This design comes from an exercise in tuning for small area, a short achievable clock period and few clock cycles on the open sky130 flow, not from production work.
Function was checked by simulation only, so behaviour that the tests miss may differ from the original.

[config.mk]
export PLATFORM = sky130hd
export DESIGN_NAME = uint_to_decimal_ascii_core
export DESIGN_NICKNAME = uint_to_decimal_ascii_core
export VERILOG_FILES = /design/flow/design.v
export SDC_FILE = /design/flow/constraint.sdc
export NUM_CORES = 4
export LEC_CHECK = 0
export CAP_MARGIN = 20
export CORE_MARGIN = 2
export CORE_UTILIZATION = 40
export PLACE_DENSITY = 0.6
export SLEW_MARGIN = 20
[constraint.sdc]
create_clock -name core_clock -period 11.0 [get_ports {i_clk}]
set_input_delay 2.2000 -clock core_clock [delete_from_list [all_inputs] [get_ports {i_clk}]]
set_output_delay 2.2000 -clock core_clock [all_outputs]
set_load 0.01 [all_outputs]
[design.v]
package udec_pkg;
    localparam int VALUE_W  = 32;
    localparam int CHAR_W   = 6;
    localparam int PLACES   = 10;
    localparam int PLACE_W  = 4;
    localparam int WIDE_W   = 34;
    localparam int ENTRY_W  = VALUE_W + PLACE_W;
    localparam logic [CHAR_W-1:0] ASCII_ZERO = 6'd48;
    typedef logic [PLACE_W-1:0] t_place;
    typedef logic [WIDE_W-1:0]  t_wide;
    typedef struct packed {
        logic [VALUE_W-1:0] value;
        t_place             top;
    } t_queue_entry;
    typedef struct packed {
        logic full;
        logic empty;
    } t_queue_status;
    localparam logic [PLACES*PLACES*WIDE_W-1:0] MULT_TAB = {
        34'd9000000000, 34'd8000000000, 34'd7000000000, 34'd6000000000, 34'd5000000000, 34'd4000000000, 34'd3000000000, 34'd2000000000, 34'd1000000000, 34'd0,
        34'd900000000, 34'd800000000, 34'd700000000, 34'd600000000, 34'd500000000, 34'd400000000, 34'd300000000, 34'd200000000, 34'd100000000, 34'd0,
        34'd90000000, 34'd80000000, 34'd70000000, 34'd60000000, 34'd50000000, 34'd40000000, 34'd30000000, 34'd20000000, 34'd10000000, 34'd0,
        34'd9000000, 34'd8000000, 34'd7000000, 34'd6000000, 34'd5000000, 34'd4000000, 34'd3000000, 34'd2000000, 34'd1000000, 34'd0,
        34'd900000, 34'd800000, 34'd700000, 34'd600000, 34'd500000, 34'd400000, 34'd300000, 34'd200000, 34'd100000, 34'd0,
        34'd90000, 34'd80000, 34'd70000, 34'd60000, 34'd50000, 34'd40000, 34'd30000, 34'd20000, 34'd10000, 34'd0,
        34'd9000, 34'd8000, 34'd7000, 34'd6000, 34'd5000, 34'd4000, 34'd3000, 34'd2000, 34'd1000, 34'd0,
        34'd900, 34'd800, 34'd700, 34'd600, 34'd500, 34'd400, 34'd300, 34'd200, 34'd100, 34'd0,
        34'd90, 34'd80, 34'd70, 34'd60, 34'd50, 34'd40, 34'd30, 34'd20, 34'd10, 34'd0,
        34'd9, 34'd8, 34'd7, 34'd6, 34'd5, 34'd4, 34'd3, 34'd2, 34'd1, 34'd0
    };
endpackage
module udec_front (
    input  logic                    in_valid,
    output logic                    in_ready,
    input  logic [31:0]             in_value,
    input  udec_pkg::t_queue_status i_status,
    output logic                    o_push,
    output udec_pkg::t_queue_entry  o_entry
);
    logic [udec_pkg::PLACES-1:1] ge;
    udec_pkg::t_place            top;
    logic [udec_pkg::PLACES*udec_pkg::PLACES*udec_pkg::WIDE_W-1:0] mult_tab;
    assign mult_tab = udec_pkg::MULT_TAB;
    always_comb begin
        top = '0;
        for (int k = 1; k < udec_pkg::PLACES; k++) begin
            ge[k] = ({2'b00, in_value} >= mult_tab[(k*udec_pkg::PLACES+1)*udec_pkg::WIDE_W +: udec_pkg::WIDE_W]);
            top   = top + udec_pkg::t_place'(ge[k]);
        end
    end
    assign in_ready    = !i_status.full;
    assign o_push        = in_valid && !i_status.full;
    assign o_entry.value = in_value;
    assign o_entry.top   = top;
endmodule
module udec_queue #(
    parameter int DEPTH = 2
) (
    input  logic                    i_clk,
    input  logic                    i_rst_n,
    input  logic                    i_push,
    input  udec_pkg::t_queue_entry  i_entry,
    input  logic                    i_pop,
    output udec_pkg::t_queue_entry  o_entry,
    output udec_pkg::t_queue_status o_status
);
    localparam int PTR_W = (DEPTH > 1) ? $clog2(DEPTH) : 1;
    localparam int CNT_W = $clog2(DEPTH + 1);
    localparam logic [PTR_W-1:0] LAST_PTR = PTR_W'(DEPTH - 1);
    localparam logic [CNT_W-1:0] FULL_CNT = CNT_W'(DEPTH);
    logic [udec_pkg::ENTRY_W-1:0] r_mem [DEPTH];
    logic [PTR_W-1:0] r_wr_ptr, n_wr_ptr;
    logic [PTR_W-1:0] r_rd_ptr, n_rd_ptr;
    logic [CNT_W-1:0] r_count, n_count;
    logic             do_push, do_pop;
    assign o_status.full  = (r_count == FULL_CNT);
    assign o_status.empty = (r_count == '0);
    assign do_push        = i_push && !o_status.full;
    assign do_pop         = i_pop && !o_status.empty;
    assign o_entry        = r_mem[r_rd_ptr];
    always_comb begin
        n_wr_ptr = r_wr_ptr;
        n_rd_ptr = r_rd_ptr;
        n_count  = r_count;
        if (do_push) begin
            n_wr_ptr = (r_wr_ptr == LAST_PTR) ? '0 : r_wr_ptr + PTR_W'(1);
        end
        if (do_pop) begin
            n_rd_ptr = (r_rd_ptr == LAST_PTR) ? '0 : r_rd_ptr + PTR_W'(1);
        end
        if (do_push && !do_pop) begin
            n_count = r_count + CNT_W'(1);
        end else if (do_pop && !do_push) begin
            n_count = r_count - CNT_W'(1);
        end
    end
    always_ff @(posedge i_clk) begin
        if (!i_rst_n) begin
            r_wr_ptr <= '0;
            r_rd_ptr <= '0;
            r_count  <= '0;
        end else begin
            r_wr_ptr <= n_wr_ptr;
            r_rd_ptr <= n_rd_ptr;
            r_count  <= n_count;
        end
    end
    always_ff @(posedge i_clk) begin
        if (do_push) begin
            r_mem[r_wr_ptr] <= i_entry;
        end
    end
endmodule
module udec_back (
    input  logic                    i_clk,
    input  logic                    i_rst_n,
    input  udec_pkg::t_queue_entry  i_entry,
    input  udec_pkg::t_queue_status i_status,
    output logic                    o_pop,
    output logic                    out_valid,
    input  logic                    out_ready,
    output logic [5:0]              out_char,
    output logic                    out_last
);
    logic [udec_pkg::VALUE_W-1:0] r_rest, n_rest;
    udec_pkg::t_place             r_place, n_place;
    logic [udec_pkg::PLACES*udec_pkg::WIDE_W-1:0] mult_row;
    logic               r_busy, n_busy;
    logic               r_ovalid, n_ovalid;
    logic [udec_pkg::CHAR_W-1:0]  r_char, n_char;
    logic               r_last, n_last;
    logic [udec_pkg::PLACES-1:1]  ge;
    udec_pkg::t_place             digit;
    logic               adv, take_new;
    always_comb begin
        mult_row = '0;
        for (int k = 0; k < udec_pkg::PLACES; k++) begin
            if (r_place == udec_pkg::t_place'(k)) begin
                mult_row = udec_pkg::MULT_TAB[k*udec_pkg::PLACES*udec_pkg::WIDE_W +: udec_pkg::PLACES*udec_pkg::WIDE_W];
            end
        end
    end
    always_comb begin
        digit = '0;
        for (int j = 1; j < udec_pkg::PLACES; j++) begin
            ge[j] = ({2'b00, r_rest} >= mult_row[j*udec_pkg::WIDE_W +: udec_pkg::WIDE_W]);
            digit = digit + udec_pkg::t_place'(ge[j]);
        end
    end
    assign adv      = r_busy && (!r_ovalid || out_ready);
    assign take_new = !r_busy || (adv && (r_place == '0));
    assign o_pop    = take_new && !i_status.empty;
    always_comb begin
        n_rest   = r_rest;
        n_place  = r_place;
        n_busy   = r_busy;
        n_ovalid = r_ovalid;
        n_char   = r_char;
        n_last   = r_last;
        if (adv) begin
            n_ovalid = 1'b1;
            n_char   = udec_pkg::ASCII_ZERO + udec_pkg::CHAR_W'(digit);
            n_last   = (r_place == '0);
            n_rest   = r_rest - mult_row[digit*udec_pkg::WIDE_W +: udec_pkg::VALUE_W];
            n_place  = r_place - udec_pkg::t_place'(1);
        end else if (out_ready) begin
            n_ovalid = 1'b0;
        end
        if (take_new) begin
            n_busy = !i_status.empty;
            if (!i_status.empty) begin
                n_rest  = i_entry.value;
                n_place = i_entry.top;
            end
        end
    end
    always_ff @(posedge i_clk) begin
        if (!i_rst_n) begin
            r_busy   <= 1'b0;
            r_ovalid <= 1'b0;
        end else begin
            r_busy   <= n_busy;
            r_ovalid <= n_ovalid;
        end
    end
    always_ff @(posedge i_clk) begin
        r_rest  <= n_rest;
        r_place <= n_place;
        r_char  <= n_char;
        r_last  <= n_last;
    end
    assign out_valid      = r_ovalid;
    assign out_char = r_char;
    assign out_last       = r_last;
endmodule
module uint_to_decimal_ascii_core #(
    parameter int QUEUE_DEPTH = 2
) (
    input  logic         i_clk,
    input  logic         i_rst_n,
    input  logic         in_valid,
    output logic         in_ready,
    input  logic [31:0]  in_value,
    output logic         out_valid,
    input  logic         out_ready,
    output logic [5:0]   out_char,
    output logic         out_last
);
    logic          push;
    logic          pop;
    udec_pkg::t_queue_entry  push_entry;
    udec_pkg::t_queue_entry  head_entry;
    udec_pkg::t_queue_status status;
    udec_front u_front (
        .in_valid (in_valid),
        .in_ready (in_ready),
        .in_value (in_value),
        .i_status (status),
        .o_push   (push),
        .o_entry  (push_entry)
    );
    udec_queue #(
        .DEPTH (QUEUE_DEPTH)
    ) u_queue (
        .i_clk    (i_clk),
        .i_rst_n  (i_rst_n),
        .i_push   (push),
        .i_entry  (push_entry),
        .i_pop    (pop),
        .o_entry  (head_entry),
        .o_status (status)
    );
    udec_back u_back (
        .i_clk    (i_clk),
        .i_rst_n  (i_rst_n),
        .i_entry  (head_entry),
        .i_status (status),
        .o_pop    (pop),
        .out_valid      (out_valid),
        .out_ready      (out_ready),
        .out_char (out_char),
        .out_last       (out_last)
    );
endmodule
[run.sh]
#!/bin/bash
# synth_recipe.tcl (not shown) runs the flow's synth.tcl, then flattens the netlist and writes it again
# the make line also repeats each setting of config.mk as NAME=value (left out here)
make -C /OpenROAD-flow-scripts/flow DESIGN_CONFIG=/design/flow/config.mk WORK_HOME=/design/flow/orfs CLKGATE_MAP_FILE= SYNTH_SCRIPT=/design/flow/synth_recipe.tcl finish
==> summary.txt <==
==> kinds of logic after synthesis <==
kind of cell,Yosys count,synth area share
compound gates,639,0.278
xor+xnor,34,0.0202
fa+ha+maj,275,0.239
buf+inv,151,0.0398
flops,120,0.216
mux,36,0.0271
other cells,1,0.000255
simple gates,538,0.180
==> metal layers <==
| metal | vias to the layer above | part of all wire | track usage |
|---|---|---|---|
| li1 | 6929 | - | - |
| met1 | 6977 | 0.43 | 0.381 |
| met2 | 694 | 0.44 | 0.451 |
| met3 | 153 | 0.078 | 0.0401 |
| met4 | 2 | 0.050 | 0.140 |
| met5 | - | 0.00027 | 0 |
==> metrics by stage <==
stage	cells
4_1_cts	2317
3_5_place_dp	2285
3_3_place_gp	2285
5_1_grt	2317
6_report	2318
2_1_floorplan	1795
==> area by class of cell <==
cell class              count  area [um^2]  share of cell area
multi-input cells        1524        11000               0.667
inverters                  64          240              0.0146
clock buffers              17          425              0.0258
flip-flops and latches    120         3170               0.192
well taps                 468          586              0.0355
repair buffers            109          936              0.0567
diodes                      1         2.50            0.000152
clock inverters            15          126             0.00766
==> placed cells by master (no fill, tap or decap), types with 25 or more instances in the layout <==
master	instances
a21oi_1	182
a211oi_1	44
a21o_1	74
mux2i_1	32
nand3_1	34
nor2_1	155
nor3_1	28
nor2b_1	37
ha_1	263
nand4_1	51
nand2b_1	27
o21ai_0	144
xnor2_1	25
dfxtp_1	42
buf_4	66
nand2_1	129
clkdlybuf4s50_1	42
inv_1	56
edfxtp_1	77
o211ai_1	25
==> worst paths after layout <==
kind	from	endpoint	slack, ns	cells past startpoint
max	u_back.r_place[0]	u_back.r_rest[28]	0.82	38
min	u_back.r_busy	u_back.r_ovalid	0.49	1
max reg2reg	u_back.r_place[0]	u_back.r_rest[28]	0.82	38
min reg2reg	u_back.r_busy	u_back.r_ovalid	0.49	1
==> flip-flops by register name, summed over array words and instances (netlist names), named ones only <==
signal	cells
u_back.r_place	4
u_queue.r_mem	72
u_queue.r_count	2
u_queue.r_wr_ptr	1
u_back.r_rest	32
u_queue.r_rd_ptr	1
u_back.r_last	1
u_back.r_char	4
u_back.r_busy	1
u_back.r_ovalid	1
==> cell usage after synthesis, types with 34 or more instances <==
cell | instances | area share
o21ai_0 | 144 | 0.049
a211oi_1 | 44 | 0.022
edfxtp_1 | 77 | 0.16
nor2b_1 | 37 | 0.016
nor2_1 | 156 | 0.040
ha_1 | 264 | 0.22
dfxtp_1 | 43 | 0.058
clkbuf_1 | 67 | 0.017
inv_1 | 56 | 0.014
nand2_1 | 129 | 0.033
a21oi_1 | 182 | 0.062
a21o_1 | 74 | 0.038
nand4_1 | 51 | 0.022
nand3_1 | 34 | 0.012
==> critical path: cells and delay by family, from the launching register on <==
kind	cells	cell delay, ns
xor gates and xnor gates	1	0.14
and+or+nand+nor	9	1.87
DFF	1	0.38
adders and majority gates	10	3.98
AOI/OAI and AO/OA	14	3.01
buffers and inverters	4	0.64
==> out/qor.yml <==
clocking:
  postCtsSetupRepairBufs: 0
  clockRootBuffer: "clkbuf_16"
  cts_resized: 0
  cts_buffers: 17
  path_clk_slew_ns: 0.06
  clock_path_buffers: 2
  cts_hold_buf: 0
  clkSinkCount: 120
  cts_tree: "built"
  htree_levels: 4
  clkLatencyLatePin_ns: 0.42
route:
  wl_per_cell_um: 23.8
  final_antenna_net_count: 0
  drcViolationCount: 0
  drt_first_pass_iters: 5
  vias_per_cell: 6.37
  wl_um: 55100
  vias: 14800
  drtIter0Drc: 1493
grt:
  grt_pass1_wl_um: 84200
  grt_pass1_vias: 14300
  antenna_found_initial: 2
  grt_max_degree: 44
  grt_use_total: 0.285
  grt_overflow: 0
status:
  outcome: "complete, no violations"
placed_design:
  dp_slack_ns: 0.886
  postPlaceCellArea_um2: 15900
  gp_congestion: 1.02
  dp_hpwl_um: 43300
  portBuffers: 42
sta:
  tns_ns: 0
  tightest_slew_ns: 1.05
  finalSetupViolations: 0
  finalHoldViolations: 0
  relSlewSlack: 0.299
  hold_slack_ns: 0.488
  fin_crit_sh: 0.925
  maxSlewViolCount: 0
  post-route-min-period_ns: 10.18
  fin_skew_ns: 0.0141
  fin_ws_ns: 0.824
  rsz0062_at_grt: "false"
  fmax_mhz: 98.3
worst_setup_path:
  cpPeakStageDelay_ns: 0.60
  critPathSlowestCell: "fa_1"
  critPathLaunchType: "register"
  endpoint_kind: "register"
  arrival_ns: 10.46
  cp.required_ns: 11.28
  crit_type: "reg -> reg"
  critical_path.max_fanout: 24
synthesis:
  synth_ff_type: "edfxtp_1"
  avgSynthCellArea_um2: 8.21
  synthCells: 1794
  yosysWarnings: 3
  synthesis.area_um2: 14700
  synth-seq-cells: 120
  synth.distinct_cells: 83
  async_reset_ff_frac: 0
  synth_seq_area_share: 0.215
  synth-edff-count: 77
finish:
  final_area_um2: 16500
  num-nets-final: 2147
  syn2layout_area_growth_pct: 12.0
  drive_above_1_share: 0.0773
  fillers: 3608
  post-route-util: 0.453
die:
  die_y_um: 196
  start_util: 0.404
  pin_count: 45
  num_rows: 70
  die_w_um: 196
  die-area_um2: 38400
  fp.coreArea_um2: 36400
run:
  cap_violations: 0
worst_hold_path:
  hold_path.class: "reg -> reg"
Testbench counts, summed over its fixed seeds: cycles 15,923.

## re-timing with driven ports
The flow's constraints put no driver on any port. The routed layout listed below was extracted and timed again, unchanged, in two steps.
Step 1 (the two cells are an assumption about what drives the block):
set clk [get_ports {i_clk}]
set_driving_cell -lib_cell sky130_fd_sc_hd__clkbuf_16 $clk
set_driving_cell -lib_cell sky130_fd_sc_hd__buf_2 [delete_from_list [all_inputs] $clk]
Step 2 adds t to the input delays and takes it off the output delays; t is the mean of the earliest and latest rising clock arrival at the registers after step 1. Input paths then give back, and output paths get back, about the clock's delay inside the block.
a / b / c = no drivers / after step 1 / after step 2; a / b = the first two.
shift t [ns]: 0.453
slack for setup (ns): 0.824 / 0.824 / 0.824
worst hold slack (ns): 0.488 / 0.488 / 0.488
clock arrival spread, ns: 0.014 / 0.014
cell pins on the clock port's net: 1
After both steps this run still meets setup and hold. For this run, drivers alone change the setup slack by 0.000 ns; drivers and shift together by 0.000 ns.
